From an optimization exercise on the open Yosys and OpenROAD flow, aimed at small area, a short achievable clock period and few clock cycles; shortcuts taken in it are not production practice. Function was checked by simulation only, so behaviour that the tests miss may differ from the original. Power and IR drop assume default switching activity.

===== flow/config.mk =====
export PLATFORM = sky130hd
export DESIGN_NAME = rv_core
export DESIGN_NICKNAME = rv_core
export VERILOG_FILES = /design/flow/design.v
export SDC_FILE = /design/flow/constraint.sdc
export NUM_CORES = 4
export LEC_CHECK = 0
export CAP_MARGIN = 20
export CORE_MARGIN = 2
export CORE_UTILIZATION = 40
export SLEW_MARGIN = 20

===== flow/constraint.sdc =====
create_clock -name core_clock -period 8.0 [get_ports {clk}]
set_input_delay 1.6000 -clock core_clock [delete_from_list [all_inputs] [get_ports {clk}]]
set_output_delay 1.6000 -clock core_clock [all_outputs]
set_load 0.01 [all_outputs]

===== flow/design.v =====
`default_nettype none
package rv_pkg;
  localparam int XLEN = 32;
  typedef logic [XLEN-1:0] word_t;
  typedef logic [4:0]      reg_addr_t;
  localparam logic [6:0] OPC_OP     = 7'b0110011;
  localparam logic [6:0] OPC_OP_IMM = 7'b0010011;
  localparam logic [6:0] OPC_LOAD   = 7'b0000011;
  localparam logic [6:0] OPC_STORE  = 7'b0100011;
  localparam logic [6:0] OPC_BRANCH = 7'b1100011;
  localparam logic [6:0] OPC_LUI    = 7'b0110111;
endpackage
`default_nettype wire
`timescale 1ns/10ps
`default_nettype none
module rv_alu (
  input  rv_pkg::word_t a,
  input  rv_pkg::word_t b,
  input  logic [2:0]    f3,
  input  logic          alt,
  output rv_pkg::word_t sum,      
  output rv_pkg::word_t y,
  output logic          eq,
  output logic          lt_s,
  output logic          lt_u
);
  logic       lt_lo;
  logic [4:0] shamt;
  logic       left;
  logic [31:0] sh_in;
  logic [31:0] sh_out;
  logic [31:0] sh_rev;
  logic        fill;
  logic [32:0] sum_x;
  assign sum_x = {a, 1'b1} + {b ^ {32{alt}}, alt};
  assign sum   = sum_x[32:1];
  assign eq    = (a == b);
  assign lt_lo = a[30:0] < b[30:0];
  assign lt_u  = (a[31] != b[31]) ? b[31] : lt_lo;
  assign lt_s  = (a[31] != b[31]) ? a[31] : lt_lo;
  assign shamt = b[4:0];
  assign left  = ~f3[2];
  assign fill  = alt & a[31];
  always_comb
  begin
    for (int i = 0; i < 32; i++)
      sh_in[i] = left ? a[31-i] : a[i];
  end
  assign sh_out = $unsigned($signed({fill, sh_in}) >>> shamt);
  always_comb
  begin
    for (int i = 0; i < 32; i++)
      sh_rev[i] = sh_out[31-i];
  end
  always_comb
  begin
    case (f3)
      3'b000:  y = sum;
      3'b001:  y = sh_rev;
      3'b010:  y = {31'b0, lt_s};
      3'b011:  y = {31'b0, lt_u};
      3'b100:  y = a ^ b;
      3'b101:  y = sh_out;
      3'b110:  y = a | b;
      default: y = a & b;
    endcase
  end
endmodule
`default_nettype wire
`timescale 1ns/10ps
`default_nettype none
module rv_regfile (
  input  logic              clk,
  input  rv_pkg::reg_addr_t rs1,
  input  rv_pkg::reg_addr_t rs2,
  output rv_pkg::word_t     rs1_data,
  output rv_pkg::word_t     rs2_data,
  input  logic              wr_en,
  input  rv_pkg::reg_addr_t wr_addr,
  input  rv_pkg::word_t     wr_data
);
  rv_pkg::word_t regs [1:31];
  always_ff @(posedge clk)
  begin
    if (wr_en && (wr_addr != '0))
      regs[wr_addr] <= wr_data;
  end
  assign rs1_data = (rs1 == '0) ? '0 : regs[rs1];
  assign rs2_data = (rs2 == '0) ? '0 : regs[rs2];
endmodule
`default_nettype wire
`timescale 1ns/10ps
`default_nettype none
module rv_core (
  input  logic          clk,
  input  logic          arst_n,
  output rv_pkg::word_t imem_addr,
  input  rv_pkg::word_t imem_data,
  output rv_pkg::word_t dmem_addr,
  output rv_pkg::word_t dmem_wdata,
  output logic          dmem_wr_en,
  output logic          dmem_rd_en,
  input  rv_pkg::word_t dmem_rdata,
  output logic          halt
);
  logic [7:0]        pc;           
  rv_pkg::word_t     instr;
  logic [6:0]        opcode;
  logic [2:0]        funct3;
  rv_pkg::reg_addr_t rs1;
  rv_pkg::reg_addr_t rs2;
  rv_pkg::reg_addr_t rd;
  logic              is_op;
  logic              is_op_imm;
  logic              is_load;
  logic              is_store;
  logic              is_branch;
  logic              is_lui;
  logic              zero_word;
  logic              writes_rd;
  rv_pkg::word_t     imm;
  logic [7:0]        br_off;
  logic [7:0]        pc_inc;
  logic [7:0]        pc_tgt;
  logic              predict;
  rv_pkg::word_t     rf_a;
  rv_pkg::word_t     rf_b;
  rv_pkg::word_t     val_a;
  rv_pkg::word_t     val_b;
  logic              go;           
  logic              e_valid;
  logic              e_we;         
  rv_pkg::reg_addr_t e_rd;
  logic              e_load;
  logic              e_store;
  logic              e_branch;
  logic              e_lui;
  logic [2:0]        e_f3;
  logic              e_alt;
  logic              e_pred;
  logic [7:0]        e_alt_pc;     
  rv_pkg::word_t     e_a;
  rv_pkg::word_t     e_b;          
  rv_pkg::word_t     e_sd;         
  rv_pkg::word_t     sum;
  rv_pkg::word_t     alu_y;
  logic              eq;
  logic              lt_s;
  logic              lt_u;
  logic              taken;
  logic              mispredict;
  rv_pkg::word_t     wb_data;
  assign instr  = imem_data;
  assign opcode = instr[6:0];
  assign funct3 = instr[14:12];
  assign rs1    = instr[19:15];
  assign rs2    = instr[24:20];
  assign rd     = instr[11:7];
  assign is_op     = (opcode == rv_pkg::OPC_OP);
  assign is_op_imm = (opcode == rv_pkg::OPC_OP_IMM);
  assign is_load   = (opcode == rv_pkg::OPC_LOAD);
  assign is_store  = (opcode == rv_pkg::OPC_STORE);
  assign is_branch = (opcode == rv_pkg::OPC_BRANCH);
  assign is_lui    = (opcode == rv_pkg::OPC_LUI);
  assign zero_word = (instr == '0);
  assign writes_rd = is_op | is_op_imm | is_load | is_lui;
  always_comb
  begin
    if (is_lui)
      imm = {instr[31:12], 12'b0};
    else if (is_store)
      imm = {{20{instr[31]}}, instr[31:25], instr[11:7]};
    else
      imm = {{20{instr[31]}}, instr[31:20]};
  end
  assign br_off  = {instr[29:25], instr[11:9]};
  assign pc_inc  = pc + 8'd1;
  assign pc_tgt  = pc + br_off;
  assign predict = is_branch & (instr[31] | funct3[0]);
  rv_regfile i_regfile (
    .clk,
    .rs1,
    .rs2,
    .rs1_data (rf_a),
    .rs2_data (rf_b),
    .wr_en    (e_we),
    .wr_addr  (e_rd),
    .wr_data  (wb_data)
  );
  assign val_a = (e_we && (e_rd == rs1)) ? wb_data : rf_a;
  assign val_b = (e_we && (e_rd == rs2)) ? wb_data : rf_b;
  assign go = !halt && !mispredict && !zero_word;
  always_ff @(posedge clk or negedge arst_n)
  begin
    if (!arst_n)
    begin
      pc      <= '0;
      e_valid <= 1'b0;
      e_we    <= 1'b0;
      halt    <= 1'b0;
    end
    else
    begin
      e_valid <= go;
      e_we    <= go && writes_rd && (rd != '0);
      if (!halt && !mispredict && zero_word)
        halt <= 1'b1;
      if (mispredict)
        pc <= e_alt_pc;
      else if (go)
        pc <= predict ? pc_tgt : pc_inc;
    end
  end
  always_ff @(posedge clk)
  begin
    e_rd     <= rd;
    e_load   <= is_load;
    e_store  <= is_store;
    e_branch <= is_branch;
    e_lui    <= is_lui;
    e_f3     <= funct3;
    e_alt    <= instr[30] & (is_op | (is_op_imm & (funct3 == 3'b101)));
    e_pred   <= predict;
    e_alt_pc <= predict ? pc_inc : pc_tgt;
    e_a      <= val_a;
    e_b      <= (is_op | is_branch) ? val_b : imm;
    e_sd     <= val_b;
  end
  rv_alu i_alu (
    .a    (e_a),
    .b    (e_b),
    .f3   (e_f3),
    .alt  (e_alt),
    .sum,
    .y    (alu_y),
    .eq,
    .lt_s,
    .lt_u
  );
  always_comb
  begin
    case (e_f3)
      3'b000:  taken = eq;
      3'b001:  taken = !eq;
      3'b100:  taken = lt_s;
      3'b101:  taken = !lt_s;
      3'b110:  taken = lt_u;
      3'b111:  taken = !lt_u;
      default: taken = 1'b0;
    endcase
  end
  assign mispredict = e_valid && e_branch && (taken != e_pred);
  assign wb_data = e_load ? dmem_rdata : (e_lui ? e_b : alu_y);
  assign imem_addr  = {22'b0, pc, 2'b00};
  assign dmem_addr  = sum;
  assign dmem_wdata = e_sd;
  assign dmem_rd_en = e_valid && e_load;
  assign dmem_wr_en = e_valid && e_store;
endmodule
`default_nettype wire

===== flow/run.sh =====
#!/bin/bash
# synth_recipe.tcl (not shown) runs the flow's synth.tcl, then flattens the netlist and writes it again
# the make line also repeats each setting of config.mk as NAME=value (left out here)
make -C /OpenROAD-flow-scripts/flow DESIGN_CONFIG=/design/flow/config.mk WORK_HOME=/design/flow/orfs CLKGATE_MAP_FILE= SYNTH_SCRIPT=/design/flow/synth_recipe.tcl finish

==> results of run 1 <==
state kept, by name, indices dropped and copies added (netlist names), 3 cells and up:
register,flops
e_a,32
e_alt_pc,8
e_b,32
e_f3,3
e_rd,5
e_sd,32
i_regfile.regs,992
pc,8
logic make-up after synthesis:
kind of cell	synth area share
muxes	0.252
DFF	0.541
other	0.0000626
AOI/OAI and AO/OA	0.0871
xor gates and xnor gates	0.0123
adders and majority gates	0.0283
and+or+nand+nor	0.0457
buffers and inverters	0.0330
synth_stat cells, drive strengths merged, types with 6 or more instances:
cell type / instances / area [um2]
nand3: 46 / 230
o22ai: 33 / 206
a211oi: 28 / 225
o32ai: 8 / 77.6
a21boi: 7 / 52.6
edfxtp: 992 / 29800
o21ai: 171 / 856
xor2: 58 / 508
nor2: 169 / 642
and3: 15 / 93.8
o21a: 14 / 105
a21o: 25 / 189
o221ai: 46 / 415
a221o: 9 / 90.1
a21oi: 198 / 991
o221a: 6 / 67.6
clkbuf: 202 / 758
mux4: 534 / 12000
dfxtp: 118 / 2360
a22oi: 22 / 165
o311ai: 6 / 52.6
inv: 123 / 462
mux2i: 177 / 1770
o211ai: 15 / 113
buf: 131 / 736
or2: 10 / 62.6
ha: 134 / 1680
o31ai: 17 / 146
or3: 15 / 93.8
nor3: 54 / 275
nand2b: 14 / 87.6
nor2b: 16 / 100
o21bai: 14 / 105
mux2: 114 / 1310
nor4: 14 / 87.6
nand4: 12 / 75.1
and2: 12 / 75.1
a31oi: 13 / 81.3
a22o: 18 / 158
nand2: 200 / 751
a221oi: 68 / 626
xnor2: 26 / 228
dfrtp: 11 / 275
a32o: 6 / 61.3
routing by layer:
layer  GRT usage  vias up
met5           0        -
met4       0.122        2
met3      0.0609      427
met2       0.426     2370
met1       0.381    21300
li1            -    16300
report_power, final:
| part | leakage [nW] | internal (W) | total, W | switching [W] |
|---|---|---|---|---|
| Combinational | 11.0 | 0.00111 | 0.00285 | 0.00175 |
| Clock | 1.83 | 0.00301 | 0.00542 | 0.00241 |
| Sequential | 10.1 | 0.00667 | 0.00686 | 0.000187 |
| Total | 22.9 | 0.0108 | 0.0151 | 0.00434 |
worst reg2reg max path: cells and delay by family (launching register included):
family | cells | cell delay, ns
compound gates | 3 | 1.45
buf+inv | 2 | 1.33
flops | 1 | 0.84
mux | 1 | 0.62
simple gates | 4 | 0.70
final cells by class:
type | count | area (um2) | area share
well taps | 1944 | 2430 | 0.0360
flip-flops and latches | 1121 | 32400 | 0.480
clock inverters | 69 | 657 | 0.00972
inverters | 128 | 480 | 0.00711
diodes | 1 | 2.50 | 0.0000370
clock buffers | 146 | 3120 | 0.0462
multi-input cells | 2435 | 25900 | 0.383
repair buffers | 278 | 2550 | 0.0377
worst paths after layout:
| path | start | end | cells after the start |
|---|---|---|---|
| hold reg to reg | e_alt_pc[2]$_DFF_P_ | pc[2]$_DFFE_PN0P_ | 2 |
| hold / removal | e_alt_pc[2]$_DFF_P_ | pc[2]$_DFFE_PN0P_ | 2 |
| max in group asynchronous | arst_n | pc[3]$_DFFE_PN0P_ | 1 |
| min in group asynchronous | arst_n | pc[7]$_DFFE_PN0P_ | 1 |
| setup reg to reg | e_f3[2]$_DFF_P_ | i_regfile.regs[16][25]$_DFFE_PP_ | 10 |
| setup / recovery | e_alt$_DFF_P_ | dmem_addr[29] | 10 |
placed cells by master (no fill, tap or decap), types with 15 or more instances in the layout:
| master | count |
|---|---|
| a211oi_1 | 23 |
| a21o_1 | 24 |
| a21oi_1 | 198 |
| a221oi_1 | 65 |
| a22o_1 | 18 |
| a22oi_1 | 22 |
| and3_1 | 15 |
| buf_4 | 133 |
| clkbuf_1 | 24 |
| clkbuf_16 | 120 |
| clkdlybuf4s50_1 | 130 |
| clkinv_1 | 31 |
| clkinv_2 | 19 |
| conb_1 | 24 |
| dfxtp_1 | 114 |
| edfxtp_1 | 992 |
| ha_1 | 134 |
| inv_1 | 123 |
| mux2_2 | 107 |
| mux2i_1 | 177 |
| mux4_2 | 534 |
| nand2_1 | 198 |
| nand3_1 | 45 |
| nor2_1 | 136 |
| nor2_4 | 33 |
| nor3_1 | 51 |
| o211ai_1 | 15 |
| o21ai_0 | 160 |
| o221ai_1 | 42 |
| o22ai_1 | 33 |
| o31ai_1 | 15 |
| xnor2_1 | 26 |
| xor2_1 | 58 |
stage by stage:
| stage | hold WS [ns] | worst slack, ns | utilization | area, um2 | cells |
|---|---|---|---|---|---|
| after floorplan | 0.409 | 2.81 | - | 60000 | 4017 |
| after global placement | 0.413 | 2.32 | 0.427 | 63800 | 5904 |
| after detailed placement | 0.421 | 2.32 | 0.427 | 63800 | 5905 |
| after CTS | 0.434 | 1.53 | 0.453 | 67600 | 6120 |
| after global routing | 0.468 | 1.25 | 0.453 | 67600 | 6121 |
| final | 0.430 | 1.52 | 0.453 | 67600 | 6122 |
==> impl_metrics.py, run 1 <==
metrics = {
    "route": {
        "route.detailed.drc": 0,
        "routedWlPerCell_um": 35.0,
        "drtIter0Drc": 5166,
        "vias": 40400,
        "dr_wl_met3_um": 22100,
        "firstDrtPassIters": 7,
        "drt-met1-wl_um": 84400,
        "routed_wl_um": 214000,
        "wl_met2_um": 97200,
        "top_layer_used": "met5",
        "drt-vias-per-instance": 6.60,
        "ant_nets": 0,
    },
    "setup_path": {
        "slowest_stage": "dfxtp_2",
        "crit_type": "reg2out",
        "arrival_ns": 4.88,
        "worstPathMaxFanout": 25,
        "startpoint_type": "flop",
        "cpMostUsedCell": "xor2_1",
        "worst-path-buf-inv": 1,
        "crit_chain": "xor2_1 -> ha_1 -> nand4_1 -> o22ai_1 -> a21oi_1 -> nor4_1 -> o2111ai_1 -> nand3_1 -> xor2_1 -> clkdlybuf4s50_1",
        "critPathCaptureType": "output port",
        "reg2reg_slack_ns": 2.65,
        "required_ns": 6.40,
        "max_stage_delay_ns": 0.83,
        "critical_path.top_delay_family": "compound AO/OA/AOI/OAI gates",
    },
    "synthesis": {
        "avgSynthCellArea_um2": 15.0,
        "yosysUniqueCellTypes": 100,
        "synth_flop_cell": "edfxtp_1",
        "synth_seq_cells": 1121,
        "synthArstFlopShare": 0.00981,
        "synth-edff-count": 992,
        "yosysSeqAreaShare": 0.541,
        "synth_area_mm2": 0.0599,
        "synth_cells": 3994,
        "ys.warnings.count": 3,
    },
    "min_path": {
        "min_path_type": "reg2reg",
    },
    "clock_tree": {
        "cts_tree": "built",
        "cts_resized": 0,
        "post-cts-setup-buffer-count": 0,
        "ctsRootBufferMaster": "clkbuf_16",
        "h-tree-depth": 3,
        "clkLatencyLatePin_ns": 0.77,
        "clock-sinks": 1121,
        "cts_buffers": 119,
        "ctsHoldBuffers": 0,
        "cts.reportedPaths.clkPinSlew_ns": 0.06,
        "cts_buffer_depth": 3,
    },
    "floorplanning": {
        "dieArea_mm2": 0.153,
        "rows": 142,
        "die_h_um": 391,
        "initial_utilization": 0.401,
        "fp.coreArea_mm2": 0.149,
        "die_w_um": 391,
        "ioPinCount": 165,
    },
    "timing": {
        "min_period_over_period": 0.810,
        "skew_ns": 0.0602,
        "period_minus_slack_ns": 6.48,
        "rsz0062_at_grt": "false",
        "tns_ns": 0,
        "slew-limit-headroom": 0.212,
        "fmax_mhz": 154,
        "worst_pin_slew_ns": 1.17,
        "setup_viol": 0,
        "slew_violations": 0,
        "finalHoldViolations": 0,
    },
    "global_route": {
        "antenna_found_initial": 8,
        "grt_pass1_wl_um": 301000,
        "grt_usage": 0.278,
        "grt_max_degree": 103,
        "grt_overflow_total": 0,
        "grt_pass1_vias": 39600,
    },
    "pwr": {
        "power_density_mw_per_mm2": 224,
        "static-leakage-power_nw": 22.9,
        "irDropWorstVdd_uv": 196,
        "p_total_w": 0.0151,
    },
    "layout": {
        "area_growth_pct": 12.8,
        "fill_cells": 13000,
        "nNetsFinal": 4284,
        "layout-drive-gt1-share": 0.251,
    },
    "flow_run": {
        "maxCapViolations": 0,
    },
    "placement": {
        "numPortBuffers": 140,
        "routabilityCongestion": 1.02,
        "dp_hpwl_um": 136000,
    },
    "run_status": {
        "status": "timing/DRC/antenna clean",
    },
}
Testbench counts, summed over its fixed seeds: cycles 41,100.
==> run 2: changes to the inputs <==
--- a/flow/design.v
+++ b/flow/design.v
@@ -85,8 +85,16 @@
     if (wr_en && (wr_addr != '0))
       regs[wr_addr] <= wr_data;
   end
-  assign rs1_data = (rs1 == '0) ? '0 : regs[rs1];
-  assign rs2_data = (rs2 == '0) ? '0 : regs[rs2];
+  always_comb
+  begin
+    rs1_data = '0;
+    rs2_data = '0;
+    for (int i = 1; i < 32; i++)
+    begin
+      rs1_data = rs1_data | ({32{rs1 == 5'(i)}} & regs[i]);
+      rs2_data = rs2_data | ({32{rs2 == 5'(i)}} & regs[i]);
+    end
+  end
 endmodule
 `default_nettype wire
 `timescale 1ns/10ps
==> impl_metrics.py, run 2 <==
metrics = {
    "setup_path": {
        "reg2reg_slack_ns": 2.32,
        "required_ns": 6.40,
        "rr_worst_depth": 12,
        "startpoint_type": "flop",
        "reg2reg_from": "e_alt$_DFF_P_",
        "arrival_ns": 5.91,
        "worstPathMaxFanout": 33,
        "critPathCaptureType": "output port",
        "crit_type": "reg2out",
        "timing.rr.end": "i_regfile.regs[3][25]$_DFFE_PP_",
    },
    "placement": {
        "routabilityCongestion": 1.03,
        "numPortBuffers": 140,
        "dp_hpwl_um": 173000,
        "dpl_cell_area_mm2": 0.0602,
    },
    "clock_tree": {
        "post-cts-setup-buffer-count": 0,
        "cts_buffers": 111,
        "cts_tree": "built",
        "clock-sinks": 1121,
        "ctsHoldBuffers": 0,
        "cts_buffer_depth": 3,
        "cts_resized": 0,
        "cts.reportedPaths.clkPinSlew_ns": 0.06,
        "clkLatencyLatePin_ns": 0.77,
        "ctsRootBufferMaster": "clkbuf_16",
        "h-tree-depth": 3,
    },
    "layout": {
        "final_common_cell": "edfxtp_1",
        "area_growth_pct": 15.6,
        "seq_area_mm2": 0.0324,
        "fill_cells": 12200,
        "layout-drive-gt1-share": 0.136,
        "nNetsFinal": 4852,
        "multi_input_area_mm2": 0.0220,
        "final_core_util": 0.465,
        "regMostFlops": "i_regfile.regs",
        "final_cell_area_mm2": 0.0640,
        "final_cell_mix": "992 x edfxtp_1, 600 x a22oi_1, 339 x nand2_1",
        "largest_register_ffs": 992,
    },
    "floorplanning": {
        "fp.coreArea_mm2": 0.137,
        "ioPinCount": 165,
        "die_w_um": 376,
        "initial_utilization": 0.403,
        "die_h_um": 376,
        "rows": 136,
        "dieArea_mm2": 0.141,
    },
    "pwr": {
        "static-leakage-power_nw": 22.0,
        "power_density_mw_per_mm2": 235,
        "irDropWorstVdd_uv": 188,
    },
    "synthesis": {
        "synthArstFlopShare": 0.00981,
        "synth_cells": 4518,
        "synth_common_cells": "992 x edfxtp_1, 601 x a22oi_1, 339 x nand2_1",
        "synth_flop_cell": "edfxtp_1",
        "yosysTopAreaCellShare": 0.538,
        "synth-edff-count": 992,
        "avgSynthCellArea_um2": 12.3,
        "yosysUniqueCellTypes": 88,
        "synthTopCellsByArea": "edfxtp_1 54%, a22oi_1 8.1%, dfxtp_1 4.3%, ha_1 3.0%, a22o_1 2.7%",
        "synth_area_mm2": 0.0554,
        "ys.warnings.count": 3,
        "synth_top_area_cell": "edfxtp_1",
        "synthMostInstantiatedCell": "edfxtp_1",
        "yosysSeqAreaShare": 0.586,
        "synth_seq_cells": 1121,
    },
    "timing": {
        "rsz0062_at_grt": "false",
        "slew-limit-headroom": 0.165,
        "period_minus_slack_ns": 7.51,
        "worst_pin_slew_ns": 1.25,
        "fmax_mhz": 133,
        "skew_ns": 0.0387,
        "slew_violations": 0,
        "finalHoldViolations": 0,
        "min_period_over_period": 0.939,
        "tns_ns": 0,
        "setup_viol": 0,
    },
    "route": {
        "route.detailed.drc": 0,
        "wl_met2_um": 118000,
        "top_layer_used": "met5",
        "routed_wl_um": 286000,
        "drtIter0Drc": 10800,
        "routedWlPerCell_um": 43.6,
        "drt-vias-per-instance": 7.51,
        "ant_nets": 0,
        "vias": 49200,
        "drt-met1-wl_um": 93200,
        "firstDrtPassIters": 14,
        "dr_wl_met3_um": 46700,
    },
    "min_path": {
        "min_path_type": "reg2reg",
        "hold_end": "pc[7]$_DFFE_PN0P_",
        "min_path_cells": 2,
        "min_from": "e_alt_pc[7]$_DFF_P_",
    },
    "run_status": {
        "status": "timing/DRC/antenna clean",
    },
    "global_route": {
        "grt_pass1_wl_um": 382000,
        "grt_pass1_vias": 45500,
        "antenna_found_initial": 11,
        "grt_usage": 0.392,
        "grt_max_degree": 61,
        "grt_overflow_total": 0,
    },
    "flow_run": {
        "maxCapViolations": 0,
    },
}
## run 2: cell types whose count changed after synthesis, sizes merged, moves of 75 or more
cell / before / now
a22o: 18 / 172
a22oi: 22 / 601
mux4: 534 / 50
a221oi: 68 / 168
o21ai: 171 / 92
nand2: 200 / 339
mux2: 114 / 39
mux2i: 177 / 42
nand4: 12 / 93
## run 2: layout make-up
type / instances / share of cell area
clock inverters: 62 / 0.00925
flip-flops and latches: 1121 / 0.507
well taps: 1794 / 0.0351
repair buffers: 351 / 0.0487
clock buffers: 148 / 0.0483
inverters: 120 / 0.00704
multi-input cells: 2946 / 0.344
diodes: 11 / 0.000430
## run 2: logic make-up after synthesis
logic type,count (synthesis),share of synthesized area
flops,1121,0.586
simple gates,1047,0.0899
buf+inv,474,0.0347
xor+xnor,88,0.0139
fa+ha+maj,135,0.0306
mux,131,0.0360
other cells,1,0.0000677
compound gates,1521,0.209
## run 2: worst max path at each step
stage	startpoint	endpoint	cells after the start
5_1_grt	e_alt$_DFF_P_	dmem_addr[30]	11
3_5_place_dp	e_alt$_DFF_P_	dmem_addr[30]	11
2_1_floorplan	e_alt$_DFF_P_	dmem_addr[30]	13
6_report	e_alt$_DFF_P_	dmem_addr[30]	11
3_3_place_gp	e_alt$_DFF_P_	dmem_addr[30]	11
4_1_cts	e_alt$_DFF_P_	dmem_addr[30]	11
## run 2: power breakdown
group	internal, W	switching, W	total, W
clock	0.00298	0.00236	0.00535
combinational	0.000969	0.00183	0.00280
sequential	0.00669	0.000204	0.00690
total	0.0106	0.00440	0.0150
## run 2: stage by stage
step / std cells / total power [W] / worst slack, ns / hold slack (ns)
2_1_floorplan: 4541 / 0.00837 / 2.67 / 0.413
3_3_place_gp: 6328 / 0.00967 / 1.38 / 0.425
3_5_place_dp: 6329 / 0.00968 / 1.43 / 0.443
4_1_cts: 6539 / 0.0149 / 0.625 / 0.451
5_1_grt: 6544 / 0.0154 / 0.202 / 0.462
6_report: 6553 / 0.0150 / 0.488 / 0.445
## run 2: worst max-delay path, cell delays in order (launching register included)
cell,delay (ns)
dfxtp_2,1.04
xor2_1,0.16
ha_1,0.49
nand4_1,0.21
or2_2,0.34
nor3_1,0.26
o21ai_0,0.31
a2111oi_0,0.98
nor2_1,0.26
o21ai_0,0.30
xor2_1,0.17
clkdlybuf4s50_1,0.56
## run 2: routing by layer
metal  track usage  up-vias
met4         0.288       18
met2         0.565     5266
met5       0.00412        -
met3         0.160     1608
met1         0.472    23800
li1              -    18500
Testbench counts of run 2, summed over its fixed seeds: cycles 41,100.

re-timing with driven ports:
No port has a modelled driver above. Below, the same layouts with a new extraction and two added sets of constraints. Step 1, drivers: a clkbuf_16 drives clk and a buf_2 each remaining input, both assumed. Step 2, shift: input delay + t, output delay - t, t = (earliest + latest rising clock arrival at the registers) / 2. This alone moves slack from input paths to output paths. Three values: ideal, step 1, step 2; two values: the first two.
| run | shift t [ns] | setup slack, ns | worst data-port slew with drivers (ns) |
|---|---|---|---|
| run 1 | 0.823 | 1.517 / 1.435 / 2.258 | 0.08 |
| run 2 | 0.829 | 0.488 / 0.412 / 1.241 | 0.09 |
After both steps every run listed still meets setup and hold.
